Source: an optimization exercise on an open RTL-to-GDS flow (aim: small area, a short achievable clock period and few clock cycles). Production flows keep margins and buffers that such runs may drop.
Only simulation tests tie the RTL to the original design; equivalence was not proved.
Power figures rest on the tool's default switching activity, not on a simulated workload.

==> flow/design.v <==
module frame_loader #(
    parameter int H_RES   = 640,
    parameter int V_RES   = 480,
    parameter int BPP     = 1,
    parameter int RAM_LAT = 1,
    parameter int ADDR_W  = 9,
    parameter int COORD_W = 11
) (
    input  logic           CLOCK_50,
    input  logic           reset_n,
    input  logic           start,
    input  logic           abort,
    input  logic           mirror,
    output logic           busy,
    output logic           done,
    output logic [ADDR_W-1:0]    read_addr,
    input  logic [H_RES*BPP-1:0] q,
    output logic [COORD_W-1:0]   pix_x,
    output logic [COORD_W-1:0]   pix_y,
    output logic [BPP-1:0]       pix_color,
    output logic                 pix_valid,
    input  logic                 pix_ready
);
    localparam int CW = 10;
    localparam int NC = 32;           
    localparam int NG = H_RES / NC;   
    localparam logic [CW-1:0]     X_LAST = H_RES - 1;
    localparam logic [ADDR_W-1:0] Y_LAST = V_RES - 1;
    localparam logic [CW-1:0]     PRE_FWD = '1;
    localparam logic [CW-1:0]     PRE_REV = H_RES;
    logic              busy_q, done_q, valid_q, wait_q, prime_q;
    logic [ADDR_W-1:0] y_q;
    logic              mirror_q, last_q, color_q;
    logic [CW-1:0]     x_q;
    logic [NG-1:0]     grp_q;     
    logic [3:0]        lo_q;      
    logic [7:0]        hi_q;      
    logic [4:0]        g_q;       
    logic hs, row_start, step, fill, mir;
    logic pix_d;
    assign hs        = valid_q && pix_ready;
    assign row_start = !busy_q || hs && last_q;    
    assign step      = prime_q || hs && !last_q;   
    assign fill      = step;                       
    assign mir       = busy_q ? mirror_q : mirror;
    logic [CW-1:0] x_next, x_next2, x_step;
    logic [CW-1:0] x_t, x_c1, x_c2;
    assign x_t = x_q ^ {CW{mirror_q}};
    always_comb begin
        x_c1[0] = 1'b1;
        x_c2[0] = 1'b0;
        x_c2[1] = 1'b1;
        for (int i = 1; i < CW; i++) x_c1[i] = x_c1[i-1] && x_t[i-1];
        for (int i = 2; i < CW; i++) x_c2[i] = x_c2[i-1] && x_t[i-1];
    end
    assign x_next  = x_q ^ x_c1;
    assign x_next2 = x_q ^ x_c2;
    logic [CW-1:0] x_d;
    logic          color_d;
    logic [CW-1:0] x_pre;
    assign x_pre = mir ? PRE_REV : PRE_FWD;
    for (genvar i = 0; i < CW; i++) begin : g_xmux
        fl_mux u_step (.s(step), .a(x_next[i]), .b(x_q[i]), .y(x_step[i]));
        fl_mux u_row (.s(row_start), .a(x_pre[i]), .b(x_step[i]), .y(x_d[i]));
    end
    logic color_n;
    assign color_n = prime_q ? (mirror_q ? q[H_RES-1] : q[0]) : pix_d;
    fl_mux u_cmux (.s(step), .a(color_n), .b(color_q), .y(color_d));
    logic [NC-1:0] csel;
    logic [NG-1:0] grp_d;
    always_comb
        for (int k = 0; k < NC; k++) csel[k] = lo_q[k % 4] && hi_q[k / 4];
    for (genvar j = 0; j < NG; j++) begin : g_grp
        logic [3:0] oct;
        for (genvar i = 0; i < 4; i++) begin : g_oct
            fl_oct u (.d(q[NC*j + 8*i +: 8]), .sel(csel[8*i +: 8]), .y(oct[i]));
        end
        logic [1:0] pair_n;
        fl_nor2 u_p0 (.a(oct[0]), .b(oct[1]), .y(pair_n[0]));
        fl_nor2 u_p1 (.a(oct[2]), .b(oct[3]), .y(pair_n[1]));
        fl_nand2 u_g (.a(pair_n[0]), .b(pair_n[1]), .y(grp_d[j]));
    end
    logic [NG-1:0] gsel;
    always_comb
        for (int j = 0; j < NG; j++) gsel[j] = g_q == 5'(j);
    assign pix_d = |(grp_q & gsel);
    always_ff @(posedge CLOCK_50 or negedge reset_n) begin
        if (!reset_n) begin
            busy_q  <= 1'b0;
            done_q  <= 1'b0;
            valid_q <= 1'b0;
            wait_q  <= 1'b0;
            prime_q <= 1'b0;
            y_q     <= '0;
        end else begin
            done_q <= 1'b0;
            if (!busy_q) begin
                if (start && !abort && !done_q) busy_q <= 1'b1;
                prime_q <= 1'b1;
            end else if (abort) begin
                busy_q  <= 1'b0;
                valid_q <= 1'b0;
                wait_q  <= 1'b0;
                prime_q <= 1'b0;
                y_q     <= '0;
            end else if (valid_q) begin
                if (pix_ready && last_q) begin
                    valid_q <= 1'b0;
                    if (y_q == Y_LAST) begin
                        busy_q <= 1'b0;
                        done_q <= 1'b1;
                        y_q    <= '0;
                    end else begin
                        wait_q <= 1'b1;
                        y_q    <= y_q + 1'b1;
                    end
                end
            end else if (wait_q) begin
                wait_q  <= 1'b0;
                prime_q <= 1'b1;
            end else if (prime_q) begin
                prime_q <= 1'b0;
                valid_q <= 1'b1;
            end
        end
    end
    always_ff @(posedge CLOCK_50) begin
        if (!busy_q) mirror_q <= mirror;
        if (row_start) begin
            last_q <= 1'b0;
            g_q    <= mir ? 5'(NG - 1) : 5'd0;
        end else if (step) begin
            last_q  <= x_q == (mirror_q ? 10'd1 : X_LAST - 1'b1);
            g_q     <= x_next2[9:5];
        end
        x_q     <= x_d;
        color_q <= color_d;
        if (row_start) begin
            lo_q <= mir ? 4'b0100 : 4'b0010;
            hi_q <= mir ? 8'h80 : 8'h01;
        end else if (fill) begin
            lo_q <= mirror_q ? {lo_q[0], lo_q[3:1]} : {lo_q[2:0], lo_q[3]};
            if (mirror_q ? lo_q[0] : lo_q[3])
                hi_q <= mirror_q ? {hi_q[0], hi_q[7:1]} : {hi_q[6:0], hi_q[7]};
        end
        if (fill) grp_q <= grp_d;
    end
    assign busy      = busy_q;
    assign done      = done_q;
    assign read_addr = y_q;
    assign pix_x     = {{(COORD_W-CW){1'b0}}, x_q};
    assign pix_y     = {{(COORD_W-ADDR_W){1'b0}}, y_q};
    assign pix_color = color_q;
    assign pix_valid = valid_q;
endmodule
module fl_nor2 (input logic a, b, output logic y);
    assign y = !(a || b);
endmodule
module fl_nand2 (input logic a, b, output logic y);
    assign y = !(a && b);
endmodule
module fl_oct (
    input  logic [7:0] d,
    input  logic [7:0] sel,
    output logic       y
);
    assign y = |(d & sel);
endmodule
module fl_mux (
    input  logic s,
    input  logic a,
    input  logic b,
    output logic y
);
    assign y = s ? a : b;
endmodule
export LEC_CHECK = 0
export CAP_MARGIN = 20
export CORE_AREA = 5 5 235 235
export DIE_AREA = 0 0 240 240
export SETUP_SLACK_MARGIN = 2.8
export SLEW_MARGIN = 20
export SYNTH_HIERARCHICAL = 1
export SYNTH_MINIMUM_KEEP_SIZE = 0
export TNS_END_PERCENT = 25
export BUFFER_PORTS_ARGS = -buffer_cell sky130_fd_sc_hd__buf_1
export IO_CONSTRAINTS = /design/flow/flow/io.tcl
create_clock -name core_clock -period 5.0 [get_ports {CLOCK_50}]
standard.sh (not shown) runs the stock make flow with config.mk's settings and CLKGATE_MAP_FILE= SYNTH_SCRIPT=/design/flow/synth_recipe.tcl, a recipe that flattens the netlist after the stock synthesis.
==> flow/flow/run.sh <==
#!/bin/bash
# The standard layout (standard.sh) with two changes to how it is made:
# every port is buffered by the smallest buffer, sky130_fd_sc_hd__buf_1,
# instead of the one buffer_ports picks; and the q pins are placed in bit
# order (flow/io.tcl) so that each 32-bit group of the colour select sits
# together on one edge.
set -euo pipefail
echo 'export BUFFER_PORTS_ARGS = -buffer_cell sky130_fd_sc_hd__buf_1' >> config.mk
echo "export IO_CONSTRAINTS = $PWD/flow/io.tcl" >> config.mk
if [[ -f flow/extra.mk ]]; then cat flow/extra.mk >> config.mk; fi
bash standard.sh > standard.log 2>&1
==> flow/flow/io.tcl <==
# q pins in bit order, 160 to a side, so each 32-bit group of the colour
# select sits together on one edge
set sides {bottom right top left}
for {set s 0} {$s < 4} {incr s} {
  set names {}
  for {set i [expr {$s * 160}]} {$i < [expr {($s + 1) * 160}]} {incr i} {
    lappend names "q\[$i\]"
  }
  set_io_pin_constraint -region [lindex $sides $s]:* -pin_names $names -group -order
}
Testbench counts at the start, summed over its fixed seeds: cycles 4,930,576.
Change:
PLACE_DENSITY = 0.4   (was default)
SETUP_SLACK_MARGIN = 3.0   (was 2.8)
Outcome: The new run completed with no timing, DRC or antenna violations; non-clock buffer count rose by 22; register-to-register slack improved by 0.20 ns; flip-flop and latch count is unchanged; synthesized area does not change; clock-buffer cell count rose by 1; setup slack improved by 0.17 ns; hold slack improved by 0.091 ns; sequential power fell by about 2%; maximum frequency rose by about 8%; via count rose by about 4.6%; total power rose by about 3.4%.
Change:
PLACE_DENSITY = 0.8   (was 0.4)
=>
- core utilization falls by 0.33 points
- worst hold slack degrades by 0.086 ns
- count of clock-buffer cells in the layout falls by 2
- design area falls by about 1.6%
- wire length falls by about 16%
- total power falls by about 4.3%
- cell count falls by 1.1%
- setup slack degrades by 0.021 ns
- synthesized cell count stays the same
Change:
CORE_AREA = 3 3 231 231   (was 5 5 235 235)
DIE_AREA = 0 0 234 234   (was 0 0 240 240)
The new run went through all stages and came out clean. Power is higher by 4.2%. Core utilization is higher by 1.0 points. Sequential cell count does not change. Sequential share of layout area is lower by 0.36 points. Synthesized cell count stays the same.

---

nickel:
// frame_loader: RTL as listed in full above, without the edits since
clock: 5.0 ns
lec_check: 0
cap_margin: 20
core_area: 5 5 235 235
die_area: 0 0 240 240
setup_slack_margin: 2.9
slew_margin: 20
synth_hierarchical: 1
synth_minimum_keep_size: 0
tns_end_percent: 25
buffer_ports_args: -buffer_cell sky130_fd_sc_hd__buf_1
io_constraints: /design/flow/flow/io.tcl
post_global_place_tcl: /design/flow/flow/outbuf.tcl
==> flow/flow/run.sh <==
#!/bin/bash
# The standard layout (standard.sh) with three changes to how it is made:
# every input port is buffered by the smallest buffer, sky130_fd_sc_hd__buf_1,
# instead of the one buffer_ports picks, and every output port buffer is then
# made a buf_4 (flow/outbuf.tcl, after global placement); and the q pins are
# placed in bit order (flow/io.tcl) so that each 32-bit group of the colour
# select sits together on one edge.
set -euo pipefail
echo 'export BUFFER_PORTS_ARGS = -buffer_cell sky130_fd_sc_hd__buf_1' >> config.mk
echo "export IO_CONSTRAINTS = $PWD/flow/io.tcl" >> config.mk
echo "export POST_GLOBAL_PLACE_TCL = $PWD/flow/outbuf.tcl" >> config.mk
if [[ -f flow/extra.mk ]]; then cat flow/extra.mk >> config.mk; fi
bash standard.sh > standard.log 2>&1
==> flow/flow/outbuf.tcl <==
# Output ports: give each port buffer the drive of a buf_4 instead of buf_1,
# as the pins sit far from the flip-flops that drive them.
set db_master [[ord::get_db] findMaster sky130_fd_sc_hd__buf_4]
set n 0
foreach bterm [[ord::get_db_block] getBTerms] {
  if { [$bterm getIoType] != "OUTPUT" } { continue }
  set net [$bterm getNet]
  if { $net == "NULL" } { continue }
  foreach iterm [$net getITerms] {
    if { ![$iterm isOutputSignal] } { continue }
    set inst [$iterm getInst]
    if { [[$inst getMaster] getName] == "sky130_fd_sc_hd__buf_1" } {
      $inst swapMaster $db_master
      incr n
    }
  }
}
puts "outbuf.tcl: $n output port buffers made buf_4"
Scripts as last shown in full above: flow/flow/io.tcl
nickel: flow completed, timing, DRC and antenna clean
Testbench counts of nickel, summed over its fixed seeds: cycles 4,930,576.
> inputs changed (nickel -> indigo)
--- a/flow/config.mk
+++ b/flow/config.mk
@@ -9,5 +9,5 @@
 export CORE_AREA = 5 5 235 235
 export DIE_AREA = 0 0 240 240
-export SETUP_SLACK_MARGIN = 2.9
+export SETUP_SLACK_MARGIN = 3.0
 export SLEW_MARGIN = 20
 export SYNTH_HIERARCHICAL = 1
## What came out
Between nickel and indigo, critical path depth decreased.
Going from nickel to indigo, global-route wire length before repair now sits higher; worst path required time now sits lower; total power now sits higher; height of the die now sits at about the same level.
Compared with nickel, in indigo total overflow reported by the global router closely matched the old numbers; power share of the sequential group lost 1.2 points; fraction of the cycle the final worst path needs saw a decrease; diode insertion count for antenna repair decreased by 1 relative to the old numbers.
Relative to nickel, data arrival time at the worst-slack endpoint has gone down in indigo.
Input changes introduced in willow (baseline for comparison: indigo):
==> flow/flow/run.sh <==
#!/bin/bash
# The standard layout (standard.sh) with two changes to how it is made:
# every port is buffered by the smallest buffer, sky130_fd_sc_hd__buf_1,
# instead of the one buffer_ports picks; and the q pins are placed in bit
# order (flow/io.tcl) so that each 32-bit group of the colour select sits
# together on one edge.
set -euo pipefail
echo 'export BUFFER_PORTS_ARGS = -buffer_cell sky130_fd_sc_hd__buf_1' >> config.mk
echo "export IO_CONSTRAINTS = $PWD/flow/io.tcl" >> config.mk
if [[ -f flow/extra.mk ]]; then cat flow/extra.mk >> config.mk; fi
bash standard.sh > standard.log 2>&1
--- a/flow/config.mk
+++ b/flow/config.mk
@@ -9,5 +9,5 @@
 export CORE_AREA = 5 5 235 235
 export DIE_AREA = 0 0 240 240
-export SETUP_SLACK_MARGIN = 3.0
+export SETUP_SLACK_MARGIN = 3.25
 export SLEW_MARGIN = 20
 export SYNTH_HIERARCHICAL = 1
@@ -16,3 +16,2 @@
 export BUFFER_PORTS_ARGS = -buffer_cell sky130_fd_sc_hd__buf_1
 export IO_CONSTRAINTS = /design/flow/flow/io.tcl
-export POST_GLOBAL_PLACE_TCL = /design/flow/flow/outbuf.tcl
removed: flow/flow/outbuf.tcl
==> notes.md <==
willow: all stages complete, timing, DRC and antenna checks passed
Highest clock rate grows by a few percent when moving from indigo to willow.
Diff indigo -> willow: net total in the final layout increased by 4.1% relative to the old numbers; cell depth of the worst hold path increased by 1 relative to the old numbers; number of clock buffer instances in the layout increased by 3 relative to the old numbers; total power draw increased by about 16% relative to the old numbers; total wire length increased by 26000 um relative to the old numbers.
willow vs indigo: wire length per cell up in willow
Sort indigo and willow by count of vias placed by the detailed router asc -> top: indigo
Clock tree skew after final layout, indigo and willow: higher on willow
Core util | willow vs indigo | willow higher
Master of the slowest instance on the critical path: sky130_fd_sc_hd__dfrtp_1 -> indigo, sky130_fd_sc_hd__dfxtp_1 -> willow
For harbor, these inputs were changed with respect to willow:
--- a/flow/config.mk
+++ b/flow/config.mk
@@ -8,6 +8,8 @@
 export CAP_MARGIN = 20
 export CORE_AREA = 5 5 235 235
+export CTS_BUF_LIST = sky130_fd_sc_hd__clkbuf_8
 export DIE_AREA = 0 0 240 240
-export SETUP_SLACK_MARGIN = 3.25
+export PLACE_DENSITY = 0.8
+export SETUP_SLACK_MARGIN = 3.0
 export SLEW_MARGIN = 20
 export SYNTH_HIERARCHICAL = 1
## What came out
- willow completed; timing, DRC and antenna clean
- harbor completed; timing, DRC and antenna clean
- [compare] base=willow new=harbor: total non-filler cell area in the finished layout decreased 11%; wire length of the first global-routing pass increased 1700 um; clock insertion delay at the later pin of the skew report essentially unchanged; number of vias per cell decreased about 2.4%.
- Post-route minimum period: harbor > willow
- From willow to harbor the numbers moved as follows: layout overhead on the synthesized area decreased 20 points; length of the first detailed-routing pass in iterations decreased 2.

---

Starts from the design.v that is shown in full above.
Settings: LEC_CHECK=0, CAP_MARGIN=20, CORE_AREA=5 5 235 235, DIE_AREA=0 0 240 240, SETUP_SLACK_MARGIN=2.9, SLEW_MARGIN=20, SYNTH_HIERARCHICAL=1, SYNTH_MINIMUM_KEEP_SIZE=0, TNS_END_PERCENT=25, BUFFER_PORTS_ARGS=-buffer_cell sky130_fd_sc_hd__buf_1, IO_CONSTRAINTS=/design/flow/flow/io.tcl; clock period 5.0 ns.
==> flow/flow/run.sh <==
#!/bin/bash
# The standard layout (standard.sh) with two changes to how it is made:
# every port is buffered by the smallest buffer, sky130_fd_sc_hd__buf_1,
# instead of the one buffer_ports picks; and the q pins are placed in bit
# order (flow/io.tcl) so that each 32-bit group of the colour select sits
# together on one edge.
set -euo pipefail
echo 'export BUFFER_PORTS_ARGS = -buffer_cell sky130_fd_sc_hd__buf_1' >> config.mk
echo "export IO_CONSTRAINTS = $PWD/flow/io.tcl" >> config.mk
if [[ -f flow/extra.mk ]]; then cat flow/extra.mk >> config.mk; fi
bash standard.sh > standard.log 2>&1
Scripts as last shown in full above: flow/flow/io.tcl
The baseline finished clean.
Testbench counts at the start, summed over its fixed seeds: cycles 4,930,576.
Change:
Settings changed: TNS_END_PERCENT 25 to 5.
Via count goes down slightly; setup slack got worse by 0.011 ns; final area stays flat; clock power grows by roughly a tenth; non-clock buffer count fell by 1.

==> re-timing with driven ports <==
No port has a modelled driver above. Below, the same layouts with a new extraction and two added sets of constraints.
Step 1 sets driving cells, clkbuf_16 on the clock port and buf_2 on the other inputs (assumed; they add their load-dependent delay and slew).
Step 2 adds t to the input delays and takes it off the output delays; t is the mean of the earliest and latest rising clock arrival at the registers after step 1. Input paths then give back, and output paths get back, about the clock's delay inside the block.
a / b / c = no drivers / after step 1 / after step 2; a / b = the first two.
run	t, ns	setup WS [ns]	worst data-port slew with drivers (ns)
the first run of note 1	0.360	2.777 / 2.741 / 2.413	0.05
the second run of note 1	0.371	2.947 / 2.913 / 2.571	0.07
the third run of note 1	0.384	2.926 / 2.872 / 2.580	0.05
the fourth run of note 1	0.362	2.895 / 2.864 / 2.618	0.04
nickel	0.352	2.827 / 2.815 / 2.465	0.05
indigo	0.349	2.933 / 2.902 / 2.614	0.05
willow	0.367	2.991 / 2.959 / 2.788	0.05
harbor	0.394	2.912 / 2.859 / 2.586	0.05
the first run of note 3	0.353	2.817 / 2.788 / 2.562	0.05
the second run of note 3	0.362	2.806 / 2.768 / 2.527	0.05
After both steps setup and hold are still met in every run listed. For the second run of note 1, which loses most, drivers alone change the setup slack by -0.034 ns; drivers and shift together by -0.376 ns.
